Context: an optimization exercise on an open-source flow, tuned for small area. The choices shown serve that exercise and are no tape-out recipe.
In this exercise RTL edits were held to simulation tests only and were not proved equivalent to the original.
Power and IR drop assume default switching activity.

==> trial 47: inputs <==
## compass_calibrate_and_heading
module compass_calibrate_and_heading (
    input  logic        i_clk,
    input  logic        i_rst_n,
    input  logic        i_cfg_wen,
    input  logic        i_cfg_idx,
    input  logic [14:0] i_cfg_wdata,
    input  logic        s_axis_tvalid,
    output logic        s_axis_tready,
    input  logic [31:0] s_axis_tdata,
    input  logic [1:0]  s_axis_tuser,
    output logic        m_axis_tvalid,
    input  logic        m_axis_tready,
    output logic [23:0] m_axis_tdata
);
export LEC_CHECK = 0
export ABC_AREA = 1
export CAP_MARGIN = 20
export CORE_MARGIN = 2
export CORE_UTILIZATION = 70
export SLEW_MARGIN = 20
create_clock -name core_clock -period 12.0 [get_ports {i_clk}]
standard.sh (not shown) runs the stock make flow with config.mk's settings and CLKGATE_MAP_FILE= SYNTH_SCRIPT=/design/flow/synth_recipe.tcl, a recipe that flattens the netlist after the stock synthesis.
==> flow/flow/run.sh <==
#!/bin/bash
# The standard layout (standard.sh) with three changes:
#  - synthesis is the standard flow's own synthesis script, unchanged, except that Yosys's
#    abc step maps the logic with flow/abc_amap.script (ABC's area mapper
#    amap) instead of ORFS's abc_area.script; registers are mapped before abc,
#    so they are the standard synthesis's registers
#  - port buffers use the smallest buffer, sky130_fd_sc_hd__buf_1, instead of
#    ORFS's default pick; every input and output port still gets one
#  - clock tree synthesis uses sky130_fd_sc_hd__clkbuf_8, clusters up to 14
#    sinks within 80 um per leaf buffer and inserts no dummy loads
# make's full output goes to standard_flow.log here; each tool also keeps its
# own logs under orfs/logs.
set -euo pipefail
here=$(pwd)
export BUFFER_PORTS_ARGS="-buffer_cell sky130_fd_sc_hd__buf_1"
export CTS_ARGS="-sink_clustering_enable -repair_clock_nets -sink_clustering_size 14 -sink_clustering_max_diameter 80 -buf_list sky130_fd_sc_hd__clkbuf_8 -dont_use_dummy_load"
export MY_ABC_SCRIPT="$here/flow/abc_amap.script"
orig=$(grep -o 'SYNTH_SCRIPT=[^ ]*' standard.sh | head -1 | cut -d= -f2-)
cat > my_synth.tcl <<EOT
proc abc {args} {
  set i [lsearch -exact \$args -script]
  if {\$i >= 0} { set args [lreplace \$args [expr {\$i + 1}] [expr {\$i + 1}] \$::env(MY_ABC_SCRIPT)] }
  yosys abc {*}\$args
}
source $orig
EOT
sed "s|SYNTH_SCRIPT=[^ ]*|SYNTH_SCRIPT=$here/my_synth.tcl|" standard.sh > my_standard.sh
bash my_standard.sh > standard_flow.log 2>&1
==> flow/flow/abc_amap.script <==
strash
dch -f
amap
topo
stime -c
buffer -c
upsize -c
dnsize -c
==> inputs of trial 98, as changes to trial 47 <==
--- a/flow/design.v
+++ b/flow/design.v
@@ -32,25 +32,22 @@
     input  logic [1:0]  s_axis_tuser,
     output logic        m_axis_tvalid,
     input  logic        m_axis_tready,
     output logic [23:0] m_axis_tdata
 );
-    localparam logic [2:0] S_INIT = 3'd0;
     localparam logic [2:0] S_IDLE = 3'd1;
     localparam logic [2:0] S_WID  = 3'd2;
     localparam logic [2:0] S_HX   = 3'd3;
     localparam logic [2:0] S_XF   = 3'd4;
     localparam logic [2:0] S_HY   = 3'd5;
     localparam logic [2:0] S_COR  = 3'd6;
     localparam logic [2:0] S_POST = 3'd7;
-    localparam logic [31:0] ZI_POS  = 32'd2048;
-    localparam logic [31:0] ZI_NEG  = 32'd47187968;
-    localparam logic [31:0] ZI_ZERO = 32'd242254243;
-    localparam logic [31:0] FULL    = 32'd94371840;
-    localparam logic [255:0] ATAN_LO   = 256'h0001ca5b000394a8000728de000e4e2b001c80040038251d006a429d00b40000;
-    localparam logic [63:0]  ATAN_8    = 64'h0000000000e52f00;
-    localparam logic [7:0]   ATAN_CORR = 8'h5c;
+    localparam logic [27:0] ZI_POS  = 28'd2048;
+    localparam logic [27:0] ZI_NEG  = 28'd47187968;
+    localparam logic [27:0] ZI_ZERO = 28'd242254243;
+    localparam logic [27:0] FULL    = 28'd94371840;
+    localparam logic [511:0] ATAN_BITS = 512'h000001ca000003950000072900000e5300001ca60000394c000072970000e52f0001ca5b000394a8000728de000e4e2b001c80040038251d006a429d00b40000;
     logic [2:0]         r_st;
     logic [6:0]         r_j;
     logic [3:0]         r_i;
     logic               r_calib, r_dflt, r_mval;
     logic signed [15:0] r_minx, r_maxx, r_miny, r_maxy;
@@ -76,11 +73,10 @@
     wire first    = (r_j == 7'd0);
     wire j_last45 = (r_j == 7'd44);
     wire j_last54 = (r_j == 7'd53);
     wire j_last81 = (r_j == 7'd80);
     wire j_last29 = (r_j == 7'd28);
-    wire j_last17 = (r_j == 7'd16);
     wire h_div    = (r_j <= 7'd26);
     logic [6:0] j_inc;
     logic [3:0] i_inc;
     logic       j_co, i_co;
     cah_rca #(.W(7)) u_jinc (
@@ -159,20 +155,19 @@
             else           r_decl <= i_cfg_wdata;
         end
     end
     always_ff @(posedge i_clk) begin
         if (!i_rst_n) begin
-            r_st   <= S_INIT;
+            r_st   <= S_IDLE;
             r_j    <= '0;
             r_i    <= '0;
             r_mval <= 1'b0;
         end else begin
             r_j <= j_inc;
             if (done) r_mval <= 1'b1;
             else if (m_axis_tready) r_mval <= 1'b0;
             case (r_st)
-                S_INIT: if (j_last17) r_st <= S_IDLE;
                 S_IDLE: begin
                     r_j <= '0;
                     if (in_v & k_sample & r_calib) r_st <= S_WID;
                     if (go_head) r_st <= S_HX;
                 end
@@ -192,11 +187,12 @@
     logic nb_next;
     always_comb begin
         nb_next = !st_h;
         if (st_h && r_j >= 7'd11 && r_j <= 7'd25) nb_next = span[5'(7'd26 - r_j)];
     end
-    wire [16:0] rsh    = {r_y[43:28], r_nb};
+    wire        fz     = h_div & first;
+    wire [16:0] rsh    = {fz ? 16'd0 : r_y[43:28], r_nb};
     wire        g      = r_y[0];
     wire [16:0] addend = g ? r_z[17:1] : 17'd0;
     wire [17:0] add_a  = h_div ? {1'b0, rsh} : r_y[44:27];
     wire [17:0] add_b  = h_div ? ~{2'b0, span} : {addend[16], addend};
     logic [17:0] msum;
@@ -219,21 +215,19 @@
     wire xload = r_y[0] ^ (r_sx & r_seen & !first);
     wire xs    = inr & r_x[r_i];
     wire ys    = pass0 ? ytrue : (inr ? r_y[r_i] : r_sf);
     wire cxi   = first ? !d : r_c0;
     wire cyi   = first ? d  : r_c1;
-    wire tcor  = r_i[3] & ATAN_CORR[r_i[2:0]];
-    wire czi   = first ? !(d ^ tcor) : r_c2;
+    wire czi   = first ? !d : r_c2;
     wire xo    = r_x[0];
     wire ya    = d ? ys : !ys;
     wire xa    = d ? !xs : xs;
     wire xn    = xo ^ ya ^ cxi;
     wire yn    = ytrue ^ xa ^ cyi;
-    wire [31:0] zi = r_zx ? ZI_ZERO : (r_sx ? ZI_NEG : ZI_POS);
+    wire [27:0] zi = r_zx ? ZI_ZERO : (r_sx ? ZI_NEG : ZI_POS);
     wire zop   = pass0 ? zi[r_j[4:0]] : r_z[0];
-    wire tbit  = r_i[3] ? ATAN_8[ji] : ATAN_LO[{r_i[2:0], r_j[4:0]}];
-    wire tb    = d ^ !tbit;
+    wire tb    = d ^ !ATAN_BITS[{r_i, r_j[4:0]}];
     wire zn    = zop ^ tb ^ czi;
     wire padd   = (r_j >= 7'd12);
     wire pstart = (r_j == 7'd12);
     wire fb     = r_sx & FULL[r_j[4:0]];
     wire wci    = first ? 1'b0 : r_c0;
@@ -252,11 +246,11 @@
         if (st_h & h_div) begin
             r_y <= {1'b0, rem_n, 1'b0, r_y[25:0], q};
         end else if (st_h) begin
             r_y <= {msum[17], msum, r_y[26:1]};
         end else begin
-            r_y <= {(st_cor & (r_i != 4'd15)) ? yn : 1'b0, r_y[44:1]};
+            r_y <= {st_xf ? r_y[0] : yn, r_y[44:1]};
         end
         r_x <= {(st_xf & (r_j <= 7'd44)) ? xload : ((st_xf | st_hy) ? r_x[0] : xn), r_x[44:1]};
         if (st_cor & (r_j < 7'd28)) begin
             r_z <= {zn, r_z[27:1]};
         end else if (st_h & h_div) begin
==> inputs of trial 33, as changes to trial 47 <==
--- a/flow/design.v
+++ b/flow/design.v
@@ -32,11 +32,10 @@
     input  logic [1:0]  s_axis_tuser,
     output logic        m_axis_tvalid,
     input  logic        m_axis_tready,
     output logic [23:0] m_axis_tdata
 );
-    localparam logic [2:0] S_INIT = 3'd0;
     localparam logic [2:0] S_IDLE = 3'd1;
     localparam logic [2:0] S_WID  = 3'd2;
     localparam logic [2:0] S_HX   = 3'd3;
     localparam logic [2:0] S_XF   = 3'd4;
     localparam logic [2:0] S_HY   = 3'd5;
@@ -76,11 +75,10 @@
     wire first    = (r_j == 7'd0);
     wire j_last45 = (r_j == 7'd44);
     wire j_last54 = (r_j == 7'd53);
     wire j_last81 = (r_j == 7'd80);
     wire j_last29 = (r_j == 7'd28);
-    wire j_last17 = (r_j == 7'd16);
     wire h_div    = (r_j <= 7'd26);
     logic [6:0] j_inc;
     logic [3:0] i_inc;
     logic       j_co, i_co;
     cah_rca #(.W(7)) u_jinc (
@@ -159,20 +157,19 @@
             else           r_decl <= i_cfg_wdata;
         end
     end
     always_ff @(posedge i_clk) begin
         if (!i_rst_n) begin
-            r_st   <= S_INIT;
+            r_st   <= S_IDLE;
             r_j    <= '0;
             r_i    <= '0;
             r_mval <= 1'b0;
         end else begin
             r_j <= j_inc;
             if (done) r_mval <= 1'b1;
             else if (m_axis_tready) r_mval <= 1'b0;
             case (r_st)
-                S_INIT: if (j_last17) r_st <= S_IDLE;
                 S_IDLE: begin
                     r_j <= '0;
                     if (in_v & k_sample & r_calib) r_st <= S_WID;
                     if (go_head) r_st <= S_HX;
                 end
@@ -192,11 +189,12 @@
     logic nb_next;
     always_comb begin
         nb_next = !st_h;
         if (st_h && r_j >= 7'd11 && r_j <= 7'd25) nb_next = span[5'(7'd26 - r_j)];
     end
-    wire [16:0] rsh    = {r_y[43:28], r_nb};
+    wire        fz     = h_div & first;
+    wire [16:0] rsh    = {fz ? 16'd0 : r_y[43:28], r_nb};
     wire        g      = r_y[0];
     wire [16:0] addend = g ? r_z[17:1] : 17'd0;
     wire [17:0] add_a  = h_div ? {1'b0, rsh} : r_y[44:27];
     wire [17:0] add_b  = h_div ? ~{2'b0, span} : {addend[16], addend};
     logic [17:0] msum;
@@ -252,11 +250,11 @@
         if (st_h & h_div) begin
             r_y <= {1'b0, rem_n, 1'b0, r_y[25:0], q};
         end else if (st_h) begin
             r_y <= {msum[17], msum, r_y[26:1]};
         end else begin
-            r_y <= {(st_cor & (r_i != 4'd15)) ? yn : 1'b0, r_y[44:1]};
+            r_y <= {st_xf ? r_y[0] : yn, r_y[44:1]};
         end
         r_x <= {(st_xf & (r_j <= 7'd44)) ? xload : ((st_xf | st_hy) ? r_x[0] : xn), r_x[44:1]};
         if (st_cor & (r_j < 7'd28)) begin
             r_z <= {zn, r_z[27:1]};
         end else if (st_h & h_div) begin
==> key figures <==
Power
  • Net switching power: 1.55 mW
  • PD cells: 290 nW/um^2

Timing
  • Slew HR: 0.260
  • Clk_skew: 18.8 ps

Finish
  • Non-CTS buffers: 92

Critical path
  • Crit-path max cell delay: 540 ps
  • Reg-to-reg endpoint: r_z[27]

Placed design
  • Dpl cells: 1468
  • Worst slack at placement: 204 ps

Run status
  • Outcome: finished clean

Global routing
  • Vias in the first global route: 9122
  • GRT Util Overall: 0.325

Yosys
  • Library cells used by synthesis: 60

Detailed routing
  • WL/cell: 19.8 um
  • Routed WL: 29400 um
# the run above: trial 33

==> key figures <==
Detailed routing
  • Met2 WL: 13400 um
  • Routed WL: 29500 um
  • WL/cell: 20.0 um

Placed design
  • Worst slack at placement: 239 ps
  • Dpl cells: 1454

Yosys
  • Library cells used by synthesis: 66
  • Ys flop type: dfxtp_1

Critical path
  • Crit-path max cell delay: 490 ps
  • Startpoint types: input port
  • Reg-to-reg endpoint: r_z[27]

Timing
  • Slew HR: 0.285
  • Clk_skew: 31.3 ps

Finish
  • Non-CTS buffers: 96

Floorplan
  • Total die area: 17800 um^2
  • N_taps: 220

Global routing
  • GRT Util Overall: 0.327

Power
  • Net switching power: 1.16 mW
  • PD cells: 230 nW/um^2

Run status
  • Outcome: finished clean
# the run above: trial 47

==> key figures <==
Power
  • Combinational share of power: 0.554
  • PD cells: 289 nW/um^2
  • Seq pwr: 1.20 mW
  • Net switching power: 1.59 mW

Critical path
  • Worst Setup End Kind: flop
  • Reg-to-reg endpoint: r_y[33]
  • Worst r2r src: r_st[1]

Placed design
  • Dpl cells: 1501
  • Worst slack at placement: 227 ps

Yosys
  • Library cells used by synthesis: 62
  • Seq/Total Area, Yosys: 0.424

Timing
  • Clk_skew: 27.2 ps
  • Slew HR: 0.235

Detailed routing
  • WL/cell: 20.3 um
  • Routed WL: 30900 um

Finish
  • #MultiIn Comb: 853
  • Non-CTS buffers: 96

Run status
  • Outcome: finished clean

Global routing
  • Vias in the first global route: 9591
  • GRT Util Overall: 0.344

Clock tree
  • CTS tree: yes
# the run above: trial 98

[separate check: timing with driven ports]
No port has a modelled driver above. Below, the same layouts with a new extraction and two added sets of constraints. Step 1 (the two cells are an assumption about what drives the block):
set clk [get_ports {i_clk}]
set_driving_cell -lib_cell sky130_fd_sc_hd__clkbuf_16 $clk
set_driving_cell -lib_cell sky130_fd_sc_hd__buf_2 [delete_from_list [all_inputs] $clk]
Step 2 times the ports against the registers' clock, not the clock port: input delays grow and output delays shrink by t, the midpoint of the rising clock arrivals with the driver on. Slacks: ideal / step 1 / step 2; pairs: ideal / step 1.
run | t, ns | setup slack, ns | hold slack, ns | latest minus earliest clock arrival (ns) | cell pins on the clock port's net
trial 47 | 0.569 | 0.814 / 0.833 / 0.264 | 0.332 / 0.332 / 0.332 | 0.032 / 0.032 | 1
trial 98 | 0.570 | 0.804 / 0.823 / 0.253 | 0.330 / 0.330 / 0.330 | 0.028 / 0.028 | 1
trial 33 | 0.565 | 0.755 / 0.772 / 0.207 | 0.325 / 0.325 / 0.325 | 0.019 / 0.020 | 1
After both steps setup and hold are still met in every run listed. For trial 98, which loses most, drivers alone change the setup slack by +0.019 ns; drivers and shift together by -0.551 ns.
